This design comes from an exercise in tuning for small area on the open sky130 flow, not from production work.
In this exercise RTL edits were held to simulation tests only and were not proved equivalent to the original.

### config.mk
export PLATFORM = sky130hd
export DESIGN_NAME = pressure_count_linearizer
export DESIGN_NICKNAME = pressure_count_linearizer
export VERILOG_FILES = /design/flow/design.v
export SDC_FILE = /design/flow/constraint.sdc
export NUM_CORES = 4
export LEC_CHECK = 0
export CAP_MARGIN = 20
export CORE_MARGIN = 2
export CORE_UTILIZATION = 40
export SLEW_MARGIN = 20
### constraint.sdc
create_clock -name core_clock -period 12.0 [get_ports {clk}]
set_input_delay 2.4000 -clock core_clock [delete_from_list [all_inputs] [get_ports {clk}]]
set_output_delay 2.4000 -clock core_clock [all_outputs]
set_load 0.01 [all_outputs]
### design.v
package pcl_pkg;
    localparam int TABLE_POINTS = 12;
    localparam int SEG_W        = $clog2(TABLE_POINTS);
    localparam int COUNT_W      = 16;
    localparam int UTORR_W      = 30;
    localparam int X_W          = COUNT_W + 2;
    localparam int DP_W         = UTORR_W + 1;
    localparam int PROD_W       = X_W + DP_W;
    localparam int NUM_W        = PROD_W - 1;
    localparam int DEN_W        = COUNT_W;
    localparam int DIV_STEP     = 4;
    localparam int DIV_STAGES   = (NUM_W + DIV_STEP - 1) / DIV_STEP;
    localparam int NUM_PAD_W    = DIV_STAGES * DIV_STEP;
    localparam int P_W          = 36;
    localparam int OUT_W        = 33;
    localparam int RANGE_W      = 2;
    localparam int CFG_IDX_W    = 2;
    localparam int CFG_DATA_W   = 15;
    localparam int OT_W         = 11;
    localparam int OM_W         = 15;
    localparam int COARSE_W     = 31;
    localparam int FINE_W       = 25;
    localparam logic [CFG_IDX_W-1:0] REG_MODE      = 2'd0;
    localparam logic [CFG_IDX_W-1:0] REG_OFS_TORR  = 2'd1;
    localparam logic [CFG_IDX_W-1:0] REG_OFS_MTORR = 2'd2;
    localparam logic [COUNT_W-1:0] KNEE_COUNTS                = 16'd50000;
    localparam logic [UTORR_W-1:0] KNEE_UTORR                 = 30'd50000000;
    localparam logic [UTORR_W-1:0] UTORR_PER_MICRON           = 30'd1000;
    localparam logic [UTORR_W-1:0] UTORR_PER_COUNT_ABOVE_KNEE = 30'd45700;
    localparam logic signed [OT_W-1:0]     OFS_TORR_MAX   = 11'sd700;
    localparam logic signed [OM_W-1:0]     OFS_MTORR_MAX  = 15'sd10000;
    localparam logic signed [COARSE_W-1:0] UTORR_PER_TORR = 31'sd1000000;
    localparam logic signed [FINE_W-1:0]   UTORR_PER_MTORR = 25'sd1000;
    localparam logic signed [P_W-1:0] THRESHOLD_UTORR  = 36'sd10000000;
    localparam logic signed [P_W-1:0] SAT_UTORR        = 36'sd8000000000;
    localparam logic signed [P_W-1:0] RANGE_HIGH_UTORR = 36'sd100000000;
    localparam logic signed [P_W-1:0] RANGE_MID_UTORR  = 36'sd1000000;
    localparam logic [COUNT_W-1:0] CAL_COUNT_0 = 16'd18836;
    localparam logic [COUNT_W-1:0] CAL_COUNT_1 = 16'd21012;
    localparam logic [COUNT_W-1:0] CAL_COUNT_2 = 16'd21916;
    localparam logic [COUNT_W-1:0] CAL_COUNT_3 = 16'd24386;
    localparam logic [COUNT_W-1:0] CAL_COUNT_4 = 16'd25868;
    localparam logic [COUNT_W-1:0] CAL_COUNT_5 = 16'd27390;
    localparam logic [COUNT_W-1:0] CAL_COUNT_6 = 16'd28354;
    localparam logic [COUNT_W-1:0] CAL_COUNT_7 = 16'd29279;
    localparam logic [COUNT_W-1:0] CAL_COUNT_8 = 16'd30015;
    localparam logic [COUNT_W-1:0] CAL_COUNT_9 = 16'd30556;
    localparam logic [COUNT_W-1:0] CAL_COUNT_10 = 16'd30777;
    localparam logic [COUNT_W-1:0] CAL_COUNT_11 = 16'd31484;
    localparam logic [UTORR_W-1:0] CAL_UTORR_0 = 30'd760000000;
    localparam logic [UTORR_W-1:0] CAL_UTORR_1 = 30'd28900000;
    localparam logic [UTORR_W-1:0] CAL_UTORR_2 = 30'd18700000;
    localparam logic [UTORR_W-1:0] CAL_UTORR_3 = 30'd8570000;
    localparam logic [UTORR_W-1:0] CAL_UTORR_4 = 30'd5940000;
    localparam logic [UTORR_W-1:0] CAL_UTORR_5 = 30'd4140000;
    localparam logic [UTORR_W-1:0] CAL_UTORR_6 = 30'd3390000;
    localparam logic [UTORR_W-1:0] CAL_UTORR_7 = 30'd2770000;
    localparam logic [UTORR_W-1:0] CAL_UTORR_8 = 30'd2380000;
    localparam logic [UTORR_W-1:0] CAL_UTORR_9 = 30'd2080000;
    localparam logic [UTORR_W-1:0] CAL_UTORR_10 = 30'd1970000;
    localparam logic [UTORR_W-1:0] CAL_UTORR_11 = 30'd1700000;
    localparam logic [RANGE_W-1:0] RANGE_HIGH = 2'd0;
    localparam logic [RANGE_W-1:0] RANGE_MID  = 2'd1;
    localparam logic [RANGE_W-1:0] RANGE_LOW  = 2'd2;
endpackage
import pcl_pkg::*;
module pressure_count_linearizer (
    input  logic                  clk,
    input  logic                  rst_n,
    input  logic                  cfg_we,
    input  logic [pcl_pkg::CFG_IDX_W-1:0]  cfg_index,
    input  logic [pcl_pkg::CFG_DATA_W-1:0] cfg_data,
    input  logic                  start,
    output logic                  busy,
    input  logic [pcl_pkg::COUNT_W-1:0]    factory_count,
    input  logic [pcl_pkg::COUNT_W-1:0]    raw_count,
    output logic                  done,
    output logic [pcl_pkg::OUT_W-1:0]      pressure_utorr,
    output logic [pcl_pkg::RANGE_W-1:0]    display_range
);
    logic                       cal_mode_reg;
    logic signed [COARSE_W-1:0] ofs_coarse_reg;
    logic signed [COARSE_W-1:0] ofs_coarse_next;
    logic signed [FINE_W-1:0]   ofs_fine_reg;
    logic signed [FINE_W-1:0]   ofs_fine_next;
    logic signed [OT_W-1:0]     ot_raw;
    logic signed [OT_W-1:0]     ot_cl;
    logic signed [OM_W-1:0]     om_raw;
    logic signed [OM_W-1:0]     om_cl;
    logic                 s1_valid_reg;
    logic [COUNT_W-1:0]   s1_raw_reg;
    logic [SEG_W-1:0]     s1_seg_reg;
    logic [SEG_W-1:0]     s1_seg_next;
    logic [UTORR_W-1:0]   s1_fac_reg;
    logic [UTORR_W-1:0]   s1_fac_next;
    logic                    s2_valid_reg;
    logic signed [X_W-1:0]   s2_x_reg;
    logic signed [X_W-1:0]   s2_x_next;
    logic signed [DP_W-1:0]  s2_dp_reg;
    logic signed [DP_W-1:0]  s2_dp_next;
    logic [DEN_W-1:0]        s2_den_reg;
    logic [DEN_W-1:0]        s2_den_next;
    logic                    s2_use_q_reg;
    logic                    s2_use_q_next;
    logic [UTORR_W-1:0]      s2_base_reg;
    logic [UTORR_W-1:0]      s2_base_next;
    logic [COUNT_W-1:0]      seg_r0;
    logic [COUNT_W-1:0]      seg_r1;
    logic [UTORR_W-1:0]      seg_p0;
    logic [UTORR_W-1:0]      seg_p1;
    logic                     s3_valid_reg;
    logic signed [PROD_W-1:0] s3_prod_reg;
    logic [DEN_W-1:0]         s3_den_reg;
    logic                     s3_use_q_reg;
    logic [UTORR_W-1:0]       s3_base_reg;
    logic                 div_valid_reg [DIV_STAGES+1];
    logic [NUM_PAD_W-1:0] div_num_reg   [DIV_STAGES+1];
    logic [DEN_W-1:0]     div_rem_reg   [DIV_STAGES+1];
    logic [DEN_W-1:0]     div_den_reg   [DIV_STAGES+1];
    logic                 div_use_q_reg [DIV_STAGES+1];
    logic                 div_neg_reg   [DIV_STAGES+1];
    logic [UTORR_W-1:0]   div_base_reg  [DIV_STAGES+1];
    logic                 s4_neg_next;
    logic [NUM_W-1:0]     s4_mag_next;
    logic                  sa_valid_reg;
    logic signed [P_W-1:0] sa_p_reg;
    logic signed [P_W-1:0] sa_p_next;
    logic signed [P_W-1:0] sa_q;
    logic                  sb_valid_reg;
    logic signed [P_W-1:0] sb_p_reg;
    logic signed [P_W-1:0] sb_p_next;
    logic                  done_reg;
    logic [OUT_W-1:0]      pressure_reg;
    logic [OUT_W-1:0]      pressure_next;
    logic [RANGE_W-1:0]    range_reg;
    logic [RANGE_W-1:0]    range_next;
    assign busy = 1'b0;
    always_comb
    begin
        ot_raw = $signed(cfg_data[OT_W-1:0]);
        om_raw = $signed(cfg_data[OM_W-1:0]);
        if (ot_raw > OFS_TORR_MAX)
            ot_cl = OFS_TORR_MAX;
        else if (ot_raw < -OFS_TORR_MAX)
            ot_cl = -OFS_TORR_MAX;
        else
            ot_cl = ot_raw;
        if (om_raw > OFS_MTORR_MAX)
            om_cl = OFS_MTORR_MAX;
        else if (om_raw < -OFS_MTORR_MAX)
            om_cl = -OFS_MTORR_MAX;
        else
            om_cl = om_raw;
        ofs_coarse_next = COARSE_W'(ot_cl) * UTORR_PER_TORR;
        ofs_fine_next   = FINE_W'(om_cl) * UTORR_PER_MTORR;
    end
    always_ff @(posedge clk or negedge rst_n)
    begin
        if (!rst_n)
        begin
            cal_mode_reg   <= 1'b0;
            ofs_coarse_reg <= '0;
            ofs_fine_reg   <= '0;
        end
        else if (cfg_we)
        begin
            unique case (cfg_index)
                REG_MODE:      cal_mode_reg   <= cfg_data[0];
                REG_OFS_TORR:  ofs_coarse_reg <= ofs_coarse_next;
                REG_OFS_MTORR: ofs_fine_reg   <= ofs_fine_next;
                default:       ;
            endcase
        end
    end
    always_comb
    begin
        s1_seg_next = SEG_W'(TABLE_POINTS - 1);
        if (raw_count < CAL_COUNT_10) s1_seg_next = SEG_W'(10);
        if (raw_count < CAL_COUNT_9) s1_seg_next = SEG_W'(9);
        if (raw_count < CAL_COUNT_8) s1_seg_next = SEG_W'(8);
        if (raw_count < CAL_COUNT_7) s1_seg_next = SEG_W'(7);
        if (raw_count < CAL_COUNT_6) s1_seg_next = SEG_W'(6);
        if (raw_count < CAL_COUNT_5) s1_seg_next = SEG_W'(5);
        if (raw_count < CAL_COUNT_4) s1_seg_next = SEG_W'(4);
        if (raw_count < CAL_COUNT_3) s1_seg_next = SEG_W'(3);
        if (raw_count < CAL_COUNT_2) s1_seg_next = SEG_W'(2);
        if (raw_count < CAL_COUNT_1) s1_seg_next = SEG_W'(1);
        if (factory_count > KNEE_COUNTS)
            s1_fac_next = KNEE_UTORR + UTORR_W'(factory_count - KNEE_COUNTS)
                          * UTORR_PER_COUNT_ABOVE_KNEE;
        else
            s1_fac_next = UTORR_W'(factory_count) * UTORR_PER_MICRON;
    end
    always_ff @(posedge clk or negedge rst_n)
    begin
        if (!rst_n)
            s1_valid_reg <= 1'b0;
        else
            s1_valid_reg <= start && !busy;
    end
    always_ff @(posedge clk)
    begin
        s1_raw_reg <= raw_count;
        s1_seg_reg <= s1_seg_next;
        s1_fac_reg <= s1_fac_next;
    end
    always_comb
    begin
        case (s1_seg_reg)
            4'd1: begin seg_r0 = CAL_COUNT_0; seg_r1 = CAL_COUNT_1; seg_p0 = CAL_UTORR_0; seg_p1 = CAL_UTORR_1; end
            4'd2: begin seg_r0 = CAL_COUNT_1; seg_r1 = CAL_COUNT_2; seg_p0 = CAL_UTORR_1; seg_p1 = CAL_UTORR_2; end
            4'd3: begin seg_r0 = CAL_COUNT_2; seg_r1 = CAL_COUNT_3; seg_p0 = CAL_UTORR_2; seg_p1 = CAL_UTORR_3; end
            4'd4: begin seg_r0 = CAL_COUNT_3; seg_r1 = CAL_COUNT_4; seg_p0 = CAL_UTORR_3; seg_p1 = CAL_UTORR_4; end
            4'd5: begin seg_r0 = CAL_COUNT_4; seg_r1 = CAL_COUNT_5; seg_p0 = CAL_UTORR_4; seg_p1 = CAL_UTORR_5; end
            4'd6: begin seg_r0 = CAL_COUNT_5; seg_r1 = CAL_COUNT_6; seg_p0 = CAL_UTORR_5; seg_p1 = CAL_UTORR_6; end
            4'd7: begin seg_r0 = CAL_COUNT_6; seg_r1 = CAL_COUNT_7; seg_p0 = CAL_UTORR_6; seg_p1 = CAL_UTORR_7; end
            4'd8: begin seg_r0 = CAL_COUNT_7; seg_r1 = CAL_COUNT_8; seg_p0 = CAL_UTORR_7; seg_p1 = CAL_UTORR_8; end
            4'd9: begin seg_r0 = CAL_COUNT_8; seg_r1 = CAL_COUNT_9; seg_p0 = CAL_UTORR_8; seg_p1 = CAL_UTORR_9; end
            4'd10: begin seg_r0 = CAL_COUNT_9; seg_r1 = CAL_COUNT_10; seg_p0 = CAL_UTORR_9; seg_p1 = CAL_UTORR_10; end
            4'd11: begin seg_r0 = CAL_COUNT_10; seg_r1 = CAL_COUNT_11; seg_p0 = CAL_UTORR_10; seg_p1 = CAL_UTORR_11; end
            4'd0: begin seg_r0 = 16'd0; seg_r1 = CAL_COUNT_0; seg_p0 = 30'd0; seg_p1 = CAL_UTORR_0; end
            default: begin seg_r0 = 16'd0; seg_r1 = 16'd0; seg_p0 = 30'd0; seg_p1 = 30'd0; end
        endcase
        s2_x_next    = $signed({2'b00, s1_raw_reg}) - $signed({2'b00, seg_r0});
        s2_dp_next   = $signed({1'b0, seg_p1}) - $signed({1'b0, seg_p0});
        s2_den_next  = seg_r1 - seg_r0;
        s2_use_q_next = cal_mode_reg && (seg_r1 != seg_r0);
        s2_base_next  = cal_mode_reg ? seg_p0 : s1_fac_reg;
    end
    always_ff @(posedge clk or negedge rst_n)
    begin
        if (!rst_n)
            s2_valid_reg <= 1'b0;
        else
            s2_valid_reg <= s1_valid_reg;
    end
    always_ff @(posedge clk)
    begin
        s2_x_reg    <= s2_x_next;
        s2_dp_reg   <= s2_dp_next;
        s2_den_reg  <= s2_den_next;
        s2_use_q_reg <= s2_use_q_next;
        s2_base_reg  <= s2_base_next;
    end
    always_ff @(posedge clk or negedge rst_n)
    begin
        if (!rst_n)
            s3_valid_reg <= 1'b0;
        else
            s3_valid_reg <= s2_valid_reg;
    end
    always_ff @(posedge clk)
    begin
        s3_prod_reg <= PROD_W'(s2_x_reg) * PROD_W'(s2_dp_reg);
        s3_den_reg  <= s2_den_reg;
        s3_use_q_reg <= s2_use_q_reg;
        s3_base_reg  <= s2_base_reg;
    end
    always_comb
    begin
        s4_neg_next = s3_prod_reg[PROD_W-1];
        s4_mag_next = s4_neg_next ? NUM_W'(-s3_prod_reg) : NUM_W'(s3_prod_reg);
    end
    always_ff @(posedge clk or negedge rst_n)
    begin
        if (!rst_n)
            div_valid_reg[0] <= 1'b0;
        else
            div_valid_reg[0] <= s3_valid_reg;
    end
    always_ff @(posedge clk)
    begin
        div_num_reg[0]        <= NUM_PAD_W'(s4_mag_next);
        div_rem_reg[0]        <= '0;
        div_den_reg[0]        <= s3_den_reg;
        div_use_q_reg[0]      <= s3_use_q_reg;
        div_neg_reg[0]        <= s4_neg_next;
        div_base_reg[0]       <= s3_base_reg;
    end
    for (genvar g = 0; g < DIV_STAGES; g++)
    begin : g_div
        logic [NUM_PAD_W-1:0] num_next;
        logic [DEN_W-1:0]     rem_next;
        logic [DEN_W:0]       trial;
        logic [DEN_W-1:0]     rem;
        logic [NUM_PAD_W-1:0] num;
        always_comb
        begin
            rem = div_rem_reg[g];
            num = div_num_reg[g];
            for (int j = 0; j < DIV_STEP; j++)
            begin
                trial = {rem, num[NUM_PAD_W-1]};
                num   = {num[NUM_PAD_W-2:0], 1'b0};
                if (trial >= {1'b0, div_den_reg[g]})
                begin
                    rem    = DEN_W'(trial - {1'b0, div_den_reg[g]});
                    num[0] = 1'b1;
                end
                else
                begin
                    rem = trial[DEN_W-1:0];
                end
            end
            rem_next = rem;
            num_next = num;
        end
        always_ff @(posedge clk or negedge rst_n)
        begin
            if (!rst_n)
                div_valid_reg[g+1] <= 1'b0;
            else
                div_valid_reg[g+1] <= div_valid_reg[g];
        end
        always_ff @(posedge clk)
        begin
            div_num_reg[g+1]  <= num_next;
            div_rem_reg[g+1]  <= rem_next;
            div_den_reg[g+1]  <= div_den_reg[g];
            div_use_q_reg[g+1] <= div_use_q_reg[g];
            div_neg_reg[g+1]   <= div_neg_reg[g];
            div_base_reg[g+1]  <= div_base_reg[g];
        end
    end
    always_comb
    begin
        sa_q      = $signed(div_num_reg[DIV_STAGES][P_W-1:0]);
        sa_p_next = $signed({{(P_W - UTORR_W){1'b0}}, div_base_reg[DIV_STAGES]})
                    + (div_use_q_reg[DIV_STAGES] ? (div_neg_reg[DIV_STAGES] ? -sa_q : sa_q) : P_W'(0));
    end
    always_ff @(posedge clk or negedge rst_n)
    begin
        if (!rst_n)
            sa_valid_reg <= 1'b0;
        else
            sa_valid_reg <= div_valid_reg[DIV_STAGES];
    end
    always_ff @(posedge clk)
    begin
        sa_p_reg <= sa_p_next;
    end
    always_comb
    begin
        if (sa_p_reg > THRESHOLD_UTORR)
            sb_p_next = sa_p_reg + P_W'(ofs_coarse_reg);
        else
            sb_p_next = sa_p_reg + P_W'(ofs_fine_reg);
    end
    always_ff @(posedge clk or negedge rst_n)
    begin
        if (!rst_n)
            sb_valid_reg <= 1'b0;
        else
            sb_valid_reg <= sa_valid_reg;
    end
    always_ff @(posedge clk)
    begin
        sb_p_reg <= sb_p_next;
    end
    always_comb
    begin
        if (sb_p_reg[P_W-1])
            pressure_next = '0;
        else if (sb_p_reg > SAT_UTORR)
            pressure_next = SAT_UTORR[OUT_W-1:0];
        else
            pressure_next = sb_p_reg[OUT_W-1:0];
        if (sb_p_reg > RANGE_HIGH_UTORR)
            range_next = RANGE_HIGH;
        else if (sb_p_reg >= RANGE_MID_UTORR)
            range_next = RANGE_MID;
        else
            range_next = RANGE_LOW;
    end
    always_ff @(posedge clk or negedge rst_n)
    begin
        if (!rst_n)
            done_reg <= 1'b0;
        else
            done_reg <= sb_valid_reg;
    end
    always_ff @(posedge clk)
    begin
        pressure_reg <= pressure_next;
        range_reg    <= range_next;
    end
    assign done           = done_reg;
    assign pressure_utorr = pressure_reg;
    assign display_range  = range_reg;
endmodule
### run.sh
#!/bin/bash
# synth_recipe.tcl (not shown) runs the flow's synth.tcl, then flattens the netlist and writes it again
# the make line also repeats each setting of config.mk as NAME=value (left out here)
make -C /OpenROAD-flow-scripts/flow DESIGN_CONFIG=/design/flow/config.mk WORK_HOME=/design/flow/orfs CLKGATE_MAP_FILE= SYNTH_SCRIPT=/design/flow/synth_recipe.tcl finish
==> flow_summary_export.csv <==
group,metric,value,unit
routing,post_drt_via_cell_ratio,5.18,
floorplanning,die_h,534,um
clocking,cts_buffers,177,
floorplanning,die_w,534,um
synthesis,synth_flop_cell,"dfxtp_1",
floorplanning,core.rowCount,194,
sta,holdWs,291,ps
clocking,ctsRootBufferMaster,"clkbuf_16",
routing,drt_first_pass_iters,6,
synthesis,synth_edf_count,0,
run,drv_cap,0,
grt,grt_usage,0.190,
floorplanning,initial_core_util,0.403,
sta,slew_headroom,0.313,
layout,most-common-layout-cells,"1529 x dfxtp_1, 1297 x inv_1, 1289 x ha_1, 866 x nand2_1, 778 x a21oi_1",
sta,finClkSkew,58.3,ps
clocking,cts_tree,"built",
synthesis,yosysSeqAreaShare,0.288,
layout,drive_above_1_share,0.0698,
worst_setup_path,crit_required,12690,ps
sta,timing.setup.tns,0,ps
sta,post-route-period-util,0.934,
worst_setup_path,cp.arrival,11900,ps
routing,dr_total_vias,83500,
worst_setup_path,crit_top_cell,"o21ai_0",
sta,tightest_slew,1030,ps
clocking,path_clk_slew,70,ps
clocking,cts_buffer_depth,4,
grt,grt_pass1_wl,441000,um
routing,wl,275000,um
synthesis,synth.distinct_cells,89,
synthesis,ys_ff_latch,1601,
clocking,clk_latency,810,ps
worst_setup_path,path_class,"reg2reg",
clocking,cts_hold_buf,0,
grt,grt_antenna_before_repair,9,
floorplanning,fp.coreArea,0.280,sq mm
synthesis,postSynthAreaPerCell,9.27,sq um
placement,dp_hpwl,223000,um
run_status,status,"complete, no violations",
sta,max_freq,0.0893,GHz
clocking,h-tree-depth,4,
synthesis,syn_area,0.113,sq mm
grt,grt_max_degree,71,
clocking,cts_num_sinks,1601,
layout,final_common_cell,"dfxtp_1",
routing,drtIter0Drc,5221,
layout,area_delta_synth_final,10.2,%
synthesis,syn_inst,12100,
layout,largest_register_ffs,444,
worst_setup_path,slowest_delay,640,ps
placement,gp_congestion,0.910,
grt,gr-total-overflow,0,
sta,report.final.slew_viol_count,0,
placement,port_buffers,88,
synthesis,async_flop_share,0.0418,
routing,wl_per_cell,17.0,um
routing,drc,0,
floorplanning,pin_count,90,
synthesis,synth_warnings,8,
sta,period_needed,11200,ps
floorplanning,die_area,0.286,sq mm
worst_setup_path,critPathLaunchType,"register",
worst_setup_path,slowest_stage,"or3_1",
sta,final-setup-viol-count,0,
layout,nets,14300,
sta,hold_viol,0,
worst_setup_path,setup.worst_path.end_class,"register",
hold_path,hold_path.class,"reg2reg",
grt,grt_pass1_vias,81600,
worst_setup_path,crit_fanout,26,
routing,ant_nets,0,
-- stage by stage --
| step | area [sq um] | util | setup slack (ps) | cells |
|---|---|---|---|---|
| 6_report | 124000 | 0.443 | 796 | 16100 |
| 5_1_grt | 124000 | 0.443 | -20.7 | 16100 |
| 4_1_cts | 124000 | 0.442 | 86.6 | 16100 |
| 3_5_place_dp | 118000 | 0.422 | 174 | 15800 |
| 3_3_place_gp | 118000 | 0.422 | 173 | 15800 |
| 2_1_floorplan | 113000 | - | 863 | 12100 |
-- synthesized netlist by cell type, types with 183 or more instances --
cell type     n  share of area
a21o_1      359          0.024
a21oi_1     782          0.035
and2_1      236          0.013
clkbuf_1    227         0.0076
dfxtp_1    1534           0.27
fa_1        699           0.12
ha_1       1290           0.14
inv_1      1299          0.043
mux2_2      324          0.032
nand2_1     868          0.029
nand3_1     212         0.0094
nor2_1      676          0.023
nor3_1      183         0.0081
o21ai_0     612          0.027
xnor2_1     588          0.046
xor2_1      276          0.021
-- final timing paths --
path / startpoint / to / slack, ps / cells after the start
max in group asynchronous: rst_n / cal_mode_reg$_DFFE_PN0P_ / 9590 / 2
worst min register to register: div_num_reg[2][28]$_DFF_P_ / div_num_reg[3][32]$_DFF_P_ / 290 / 0
worst max-delay path: div_den_reg[3][1]$_DFF_P_ / div_rem_reg[4][10]$_DFF_P_ / 800 / 44
min in group asynchronous: rst_n / s2_valid_reg$_DFF_PN0_ / 1730 / 2
worst max register to register: div_den_reg[3][1]$_DFF_P_ / div_rem_reg[4][10]$_DFF_P_ / 800 / 44
worst min-delay path: div_num_reg[2][28]$_DFF_P_ / div_num_reg[3][32]$_DFF_P_ / 290 / 0
-- critical path: cells and delay by family (launching register included) --
| family | cells | cell delay (ps) |
|---|---|---|
| compound gates | 26 | 5930 |
| fa+ha+maj | 4 | 1260 |
| buf+inv | 4 | 940 |
| flops | 1 | 500 |
| mux | 2 | 580 |
| simple gates | 8 | 1880 |
-- cells by family after synthesis --
family,synth area share
buffers and inverters,0.0521
multiplexers,0.0437
XOR/XNOR,0.0674
AO/OA/AOI/OAI,0.151
AND/OR/NAND/NOR,0.130
flip-flops,0.288
other,0.0000333
adder cells (fa/ha/maj),0.268
-- area by class of cell --
cell class | count | area (sq um)
Timing Repair Buffer | 209 | 1800
Antenna cell | 1 | 2.50
Sequential cell | 1601 | 32400
Fill cell | 27200 | 156000
Clock inverter | 75 | 793
Clock buffer | 231 | 4880
Tap cell | 3724 | 4660
Inverter | 1306 | 4910
Multi-Input combinational cell | 8987 | 74600
-- metal layers --
metal  vias up  wire length [um]  GRT usage
li1      42100                 -          -
met1     39400            131000      0.264
met2      1715            125000      0.312
met3       367             11600     0.0199
met4         0              7200     0.0493
met5         -                 0          0
-- repair_timing --
action                     CTS  global route
setup endpoints to repair    0           134
setup buffers                0             9
resized for setup            0            54

==> afterwards: timing with drivers on the ports <==
The results above use ideal ports. As a check the final layout listed here was re-extracted and re-timed, cells and wires unchanged. Step 1 assumes that a clkbuf_16 drives the clock port and a buf_2 every other input. Step 2 also shifts input and output timing later by t, the mid clock arrival at the registers, as if the neighbouring blocks saw the same clock. Slacks: no drivers / after step 1 / after step 2; pairs: no drivers / after step 1.
t (ns): 0.891
setup slack, ns: 0.796 / 0.796 / 0.796
latest minus earliest clock arrival (ns): 0.085 / 0.085
After both steps this run still meets setup and hold. The setup slack of this run moves by 0.000 ns with the drivers and by 0.000 ns with both steps.
